From an optimization exercise on the open Yosys and OpenROAD flow, aimed at small area, a short achievable clock period and few clock cycles per item; shortcuts taken in it are not production practice. Only simulation tests tie the RTL to the original design; equivalence was not proved.

## flow/design.v (module list and top-level ports; edited modules follow where they fit)
// module mult_fa: 10 lines
// module mult_ha: 9 lines
// module mult_rr_pick: 28 lines
// module mult_rr_ready: 28 lines
// module mult_nand2: 6 lines
// module mult_nand4: 6 lines
// module mult_nor2: 6 lines
// module mult_or2: 6 lines
// module mult_share_arbiter: 1229 lines
module mult_share_arbiter #(
    parameter int N_REQ = 4,
    parameter int ID_W  = 2
) (
    input  logic                      clk,
    input  logic                      rst,
    input  logic [N_REQ-1:0]          req_valid,
    input  logic [N_REQ*mult_pkg::MULT_W-1:0] req_a,
    input  logic [N_REQ*mult_pkg::MULT_W-1:0] req_b,
    output logic [N_REQ-1:0]          req_ready,
    output logic                      rsp_valid,
    output logic [ID_W-1:0]           rsp_id,
    output logic [mult_pkg::PROD_W-1:0] rsp_p,
    input  logic                      rsp_ready,
    output logic [15:0]               ops_done
);
  // ...
==> flow/flow/run.sh <==
#!/bin/bash
# Layout flow: the standard ORFS flow (standard.sh) with these changes.
#  - the port buffers that buffer_ports puts on every input and output are
#    plain buf_1 cells instead of the delay cell it picks by default.
set -euo pipefail
here=$(pwd)
bash standard.sh \
    SETUP_SLACK_MARGIN=6.7 \
    SKIP_CTS_REPAIR_TIMING=1 \
    "BUFFER_PORTS_ARGS=-buffer_cell sky130_fd_sc_hd__buf_1" \
    "PRE_GLOBAL_ROUTE_TCL=$here/flow/skew.tcl" \
    finish > run_make.log 2>&1
==> flow/flow/skew.tcl <==
set skew_dly_cells {sky130_fd_sc_hd__clkdlybuf4s50_1 sky130_fd_sc_hd__clkdlybuf4s50_1 sky130_fd_sc_hd__clkdlybuf4s50_1}
set skew_drv_cell sky130_fd_sc_hd__clkbuf_8
set skew_leaf_cell sky130_fd_sc_hd__clkbuf_8
set skew_min_bit 12
set block [ord::get_db_block]
set db [ord::get_db]

# the clock tree's root buffer: the one cell the clock port's net feeds
set root_inst ""
foreach it [[[$block findBTerm clk] getNet] getITerms] {
  if {[$it isInputSignal]} { set root_inst [$it getInst] }
}
set root_net [[$root_inst findITerm X] getNet]

array set groups {}
set xs 0; set ys 0; set n 0
foreach inst [$block getInsts] {
  set name [$inst getName]
  if {[regexp {^s2_p\\?\[(\d+)\\?\]} $name -> bit] && $bit >= $skew_min_bit} {
    set it [$inst findITerm CLK]
    lappend groups([[$it getNet] getName]) $it
    set box [$inst getBBox]
    set xs [expr {$xs + ([$box xMin] + [$box xMax]) / 2}]
    set ys [expr {$ys + ([$box yMin] + [$box yMax]) / 2}]
    incr n
  }
}
set cx [expr {$xs / $n}]; set cy [expr {$ys / $n}]

proc skew_cell {block master name in_net x y} {
  set inst [odb::dbInst_create $block $master $name]
  set out [odb::dbNet_create $block "${name}_net"]
  $out setSigType CLOCK
  [$inst findITerm A] connect $in_net
  [$inst findITerm X] connect $out
  $inst setLocation $x $y
  $inst setPlacementStatus PLACED
  return $out
}

set prev $root_net
set i 0
foreach cell [concat $skew_dly_cells [list $skew_drv_cell]] {
  set prev [skew_cell $block [$db findMaster $cell] "skew_chain_$i" $prev $cx $cy]
  incr i
}
set k 0
foreach netname [lsort [array names groups]] {
  set gx 0; set gy 0; set gn 0
  foreach it $groups($netname) {
    set box [[$it getInst] getBBox]
    set gx [expr {$gx + ([$box xMin] + [$box xMax]) / 2}]
    set gy [expr {$gy + ([$box yMin] + [$box yMax]) / 2}]
    incr gn
  }
  set out [skew_cell $block [$db findMaster $skew_leaf_cell] "skew_leaf_$k" $prev [expr {$gx / $gn}] [expr {$gy / $gn}]]
  foreach it $groups($netname) {
    $it disconnect
    $it connect $out
  }
  puts "skew: $gn stage-2 clock pins of $netname moved to skew_leaf_$k"
  incr k
}
global_connect
detailed_placement
check_placement
==> flow/standard.sh <==
#!/bin/bash
# synth_recipe.tcl (not shown) runs the flow's synth.tcl, then flattens the netlist and writes it again
# the make line also repeats each setting of config.mk as NAME=value (left out here)
make -C /OpenROAD-flow-scripts/flow DESIGN_CONFIG=/design/flow/config.mk WORK_HOME=/design/flow/orfs CLKGATE_MAP_FILE= SYNTH_SCRIPT=/design/flow/synth_recipe.tcl "${@:-finish}"
==> flow/config.mk <==
export PLATFORM = sky130hd
export DESIGN_NAME = mult_share_arbiter
export DESIGN_NICKNAME = mult_share_arbiter
export VERILOG_FILES = /design/flow/design.v
export SDC_FILE = /design/flow/constraint.sdc
export NUM_CORES = 4
export LEC_CHECK = 0
export ABC_AREA = 1
export CAP_MARGIN = 20
export CORE_MARGIN = 2
export CORE_UTILIZATION = 50
export CTS_CLUSTER_DIAMETER = 60
export CTS_CLUSTER_SIZE = 10
export HOLD_SLACK_MARGIN = 0.1
export SLEW_MARGIN = 20
export SYNTH_HIERARCHICAL = 1
export SYNTH_MINIMUM_KEEP_SIZE = 0
==> flow/constraint.sdc <==
create_clock -name core_clock -period 12.0 [get_ports {clk}]
set_input_delay 2.4000 -clock core_clock [delete_from_list [all_inputs] [get_ports {clk}]]
set_output_delay 2.4000 -clock core_clock [all_outputs]
set_load 0.01 [all_outputs]
==> flow_summary.yaml, run 1 <==
synthesis:
  synth_most_common_cell: "xor2_1"
  postSynthCellCount: 3032
  synth_compound_area_share_pct: 13.0
  synth_xor_area_share_pct: 17.8
  syn_area_per_cell_sq_um: 9.25
  synth_area_sq_um: 28000
  synthFlopType: "edfxtp_1"
  ys_types: 40
  yosys.area_share.simple_pct: 10.8
finish:
  final_nets: 4040
  clk_share_pct: 1.77
  reg.largest.list: "s2_p x64, s1_a x32, s1_b x32"
  nFillCells: 5045
  syn2layout_area_growth_pct: 12.6
  final_util_pct: 57.1
  largest_class: "multi-input combinational cells"
  multi_input_area_share_pct: 70.7
  finalInstanceArea_sq_um: 31600
global_routing:
  gr-usage-all-layers_pct: 36.5
  use_met1_pct: 45.0
  grt_overflow: 0
worst_setup_path:
  worst_r2r_endpoint: "s2_p[9]"
  startpoint: "req_valid[0]"
  worst-r2r-setup-slack_ns: 6.80
  crit_path_end: "req_ready[1]"
clock_network:
  cts_tree: "built"
  clock-root-buffer: "clkbuf_16"
outcome:
  outcome: "finished clean"
drt:
  dr_wl_met2_um: 49700
  top_layer: "met5"
  postRouteWirelength_um: 105000
  wl_met3_um: 9220
  wl_met1_um: 38800
place:
  dp_cells: 3916
  gp_congestion: 0.957
die:
  dieArea_sq_um: 58000
timing:
  setup_tns_ns: 0
  hold_viol: 0
job:
  cap_violations: 0
Testbench counts, summed over its fixed seeds: cycles 2,064, items 2,048.
==> run 2: changes to the inputs <==
==> flow/run.sh (new file) <==
#!/bin/bash
# synth_recipe.tcl (not shown) runs the flow's synth.tcl, then flattens the netlist and writes it again
# the make line also repeats each setting of config.mk as NAME=value (left out here)
make -C /OpenROAD-flow-scripts/flow DESIGN_CONFIG=/design/flow/config.mk WORK_HOME=/design/flow/orfs CLKGATE_MAP_FILE= SYNTH_SCRIPT=/design/flow/synth_recipe.tcl finish
--- a/flow/config.mk
+++ b/flow/config.mk
@@ -13,3 +13,3 @@
 export CTS_CLUSTER_SIZE = 10
-export HOLD_SLACK_MARGIN = 0.1
+export SETUP_SLACK_MARGIN = 5
 export SLEW_MARGIN = 20
removed: flow/flow/run.sh
removed: flow/flow/skew.tcl
removed: flow/standard.sh
==> flow_summary.yaml, run 2 <==
outcome:
  outcome: "finished clean"
worst_setup_path:
  path_class: "flop to flop"
  critPathMaxFanout: 36
  cp.arrival_ns: 7.10
  slowest_delay_ns: 0.65
  cp.required_ns: 12.26
  path_buf_inv: 4
  slowest_stage: "o21ai_4"
  r2r_cells: 25
  cpMostUsedCell: "nand2_1"
  worst-r2r-setup-slack_ns: 5.16
  worstSetupEndpointType: "flop"
  path_depth: 25
  critPathLaunchType: "flop"
  cp_top_family: "adder cells"
synthesis:
  synth_top_area_share_pct: 31.0
  ys_types: 40
  synth_xor_area_share_pct: 17.8
  synth_area_leaders: "fa_1 31%, xor2_1 17%, edfxtp_1 14%"
  synthMuxAreaShare_pct: 0.0402
  synth_fa_ha_area_share_pct: 35.7
  yosys.area.top_type: "fa_1"
  ys_seq_elements: 154
  synth_most_common_cell: "xor2_1"
  postSynthCellCount: 3032
  synth_top_family_by_area: "adder cells"
  synth_warnings: 8
  synth_edf_count: 132
  synth_area_sq_um: 28000
  synth_compound_area_share_pct: 13.0
  synthFlopType: "edfxtp_1"
  yosys.area_share.simple_pct: 10.8
  syn_area_per_cell_sq_um: 9.25
  synth_commonest_cells: "548 x xor2_1, 496 x o22ai_1, 479 x nand2_1"
  seq_area_frac_synth_pct: 16.1
  synth_nets: 3835
  async_flop_share_pct: 14.3
drt:
  vias: 25554
  postRouteWirelength_um: 113000
  antenna_left: 0
  wl_per_cell_um: 28.4
  first_pass_iters: 7
  vias_per_cell: 6.41
  first_iter_violations: 3005
  drc: 0
finish:
  final_util_pct: 60.4
  multiInputGateArea_sq_um: 22000
  final_nets: 4021
  layout_commonest_cell: "xor2_1"
  largest_reg_flops: 64
  nFillCells: 4773
  syn2layout_area_growth_pct: 19.2
  layout.cells.non_filler: 3987
  ff_latch_area_sq_um: 4520
  reg.largest.list: "s2_p x64, s1_a x32, s1_b x32"
  top_register: "s2_p"
  layout_common_cells: "548 x xor2_1, 496 x o22ai_1, 467 x nand2_1"
  drive_gt1_share_pct: 7.09
global_routing:
  grt_max_degree: 69
  grt_antenna_before_repair: 12
  grt_overflow: 0
  grt_pass1_vias: 26655
  grt_first_pass_wirelength_um: 167000
  gr-usage-all-layers_pct: 39.5
clock_network:
  clock-root-buffer: "clkbuf_16"
  cts_max_level: 4
  cts_tree: "built"
  cts_buffers: 17
  clock_sinks: 154
  clkTransAtPathRegs_ns: 0.07
  clock_path_buffers: 2
  clk_latency_ns: 0.51
place:
  dp_cells: 3922
  io_buffers: 349
  dpl.hpwl_um: 76700
  pre_cts_ws_ns: 4.27
  gp_congestion: 0.963
timing:
  setup_tns_ns: 0
  finalSetupViolations: 0
  skew_ns: 0.0200
  relSlewSlack_pct: 28.8
  fin_crit_sh_pct: 57.0
  report.final.slew_viol_count: 0
  rsz0062_at_grt: "no"
  max_freq_ghz: 0.146
  tightest_slew_ns: 1.07
  hold_viol: 0
  period_needed_ns: 6.84
  setup_slack_ns: 5.16
die:
  start_util_pct: 50.7
  fp.coreArea_sq_um: 55300
  dieHeight_um: 241
  num_rows: 86
  fp.dieW_um: 241
  dieArea_sq_um: 58000
  ios: 350
hold_path:
  min_path_type: "flop to flop"
  min_path_cells: 0
job:
  cap_violations: 0
-- run 2: cell types whose count changed in the layout (fill, tap and decap cells not counted), sizes merged --
| cell | change |
|---|---|
| clkbuf | -24 |
| diode | +6 |
| bufinv | +2 |
| clkdlybuf4s50 | +346 |
| nand2 | +1 |
| buf | -313 |
| dlygate4sd3 | -30 |
| clkinv | -3 |
| inv | -1 |
| clkinvlp | +3 |
-- run 2: cell families (layout without fill, tap and decap cells) --
| group | count (synthesis) | in the layout |
|---|---|---|
| AO/OA/AOI/OAI | 593 | 594 |
| XOR/XNOR | 570 | 570 |
| adder cells (fa/ha/maj) | 540 | 540 |
| buffers and inverters | 477 | 674 |
| flip-flops | 154 | 154 |
| multiplexers | 1 | 1 |
| other | 0 | 8 |
| AND/OR/NAND/NOR | 697 | 698 |
-- run 2: cell type report --
class	instances	share of cell area [%]
clock inverters	14	0.528
repair inverters	1	0.0150
diodes	8	0.0599
multi-input cells	2403	65.9
well taps	748	2.80
inverters	192	2.19
flip-flops and latches	154	13.5
clock buffers	18	1.28
repair buffers	449	13.7
-- run 2: metal layers --
| metal | wire length [um] | vias to the layer above | track usage (%) |
|---|---|---|---|
| li1 | - | 10622 | - |
| met1 | 41200 | 12600 | 48.4 |
| met2 | 51700 | 1864 | 62.5 |
| met3 | 12700 | 464 | 11.0 |
| met4 | 7740 | 4 | 23.5 |
| met5 | 29 | - | 0 |
-- run 2: worst register-to-register path: stages (launching register included) --
cell and delay, ns:
edfxtp_1 0.37, buf_12 0.31, clkinvlp_4 0.25, buf_4 0.19
o21ai_4 0.65, o22ai_1 0.20, xor2_1 0.21, fa_1 0.42
fa_1 0.50, fa_1 0.45, fa_1 0.57, fa_1 0.42
ha_1 0.36, nand2_1 0.10, nor2_2 0.19, nand2_1 0.20
nor2_4 0.33, nand2_1 0.12, nand2_2 0.15, nand2_1 0.11
nand3b_1 0.12, nand3_1 0.10, nand2_1 0.11, nand3_1 0.07
nand2_1 0.07, inv_1 0.04
-- run 2: per-module statistics from Yosys (local to each module, per instance), excerpt --
module | cell area, sq um | cells inside | copies in the design | flip-flops and latches
mult_share_arbiter | 18700 | 2492 | 1 | 154
mult_nand4 | 18.8 | 5 | 4 | 0
mult_ha | 12.5 | 1 | 40 | 0
mult_or2 | 11.3 | 3 | 1 | 0
mult_nor2 | 3.75 | 1 | 5 | 0
mult_nand2 | 3.75 | 1 | 12 | 0
-- run 2: path summary, 6_finish.rpt --
path | endpoint | start
worst max-delay path | s2_p[63] | s1_b[15]
worst min register to register | s2_id[0] | s1_id[0]
worst max register to register | s2_p[63] | s1_b[15]
worst min-delay path | s2_id[0] | s1_id[0]
min in group asynchronous | ops_done_reg[2] | rst
max in group asynchronous | rr_ptr_oh[2] | rst
-- run 2: what timing repair did --
item / in CTS / in global routing
setup buffers: 4 / 16
gates resized for setup: 22 / 93
endpoints found under the setup margin: 44 / 35
gates cloned: 1 / 3
pin swaps: 1 / 4
hold endpoints to repair: 0 / 0
hold buffers: 0 / 0
-- run 2: per-stage QoR --
stage | hold slack [ns] | area (sq um)
global placement | 0.407 | 32100
floorplan | 0.400 | 28000
detailed placement | 0.411 | 32100
finish | 0.427 | 33400
global route | 0.438 | 33400
CTS | 0.425 | 32900

==> port drivers added, routing unchanged <==
The flow's constraints put no driver on any port. The routed layouts listed below were extracted and timed again, unchanged, in two steps.
Step 1 (the two cells are an assumption about what drives the block):
set clk [get_ports {clk}]
set_driving_cell -lib_cell sky130_fd_sc_hd__clkbuf_16 $clk
set_driving_cell -lib_cell sky130_fd_sc_hd__buf_2 [delete_from_list [all_inputs] $clk]
Step 2, shift: input delay + t, output delay - t, t = (earliest + latest rising clock arrival at the registers) / 2. This alone moves slack from input paths to output paths.
a / b / c = ideal / step 1 / step 2; a / b = the first two.
run | t, ns | setup slack, ns | latest minus earliest clock arrival (ns) | worst slew at a driven data input, ns
run 1 | 1.452 | 6.623 / 6.554 / 6.554 | 1.823 / 1.823 | 0.14
run 2 | 0.564 | 5.164 / 5.164 / 5.164 | 0.020 / 0.020 | 0.14
Clock arrivals are far apart in run 1, so t is only a midpoint there and step 2 fits no single register. For run 1, which loses most, drivers alone change the setup slack by -0.069 ns; drivers and shift together by -0.069 ns.
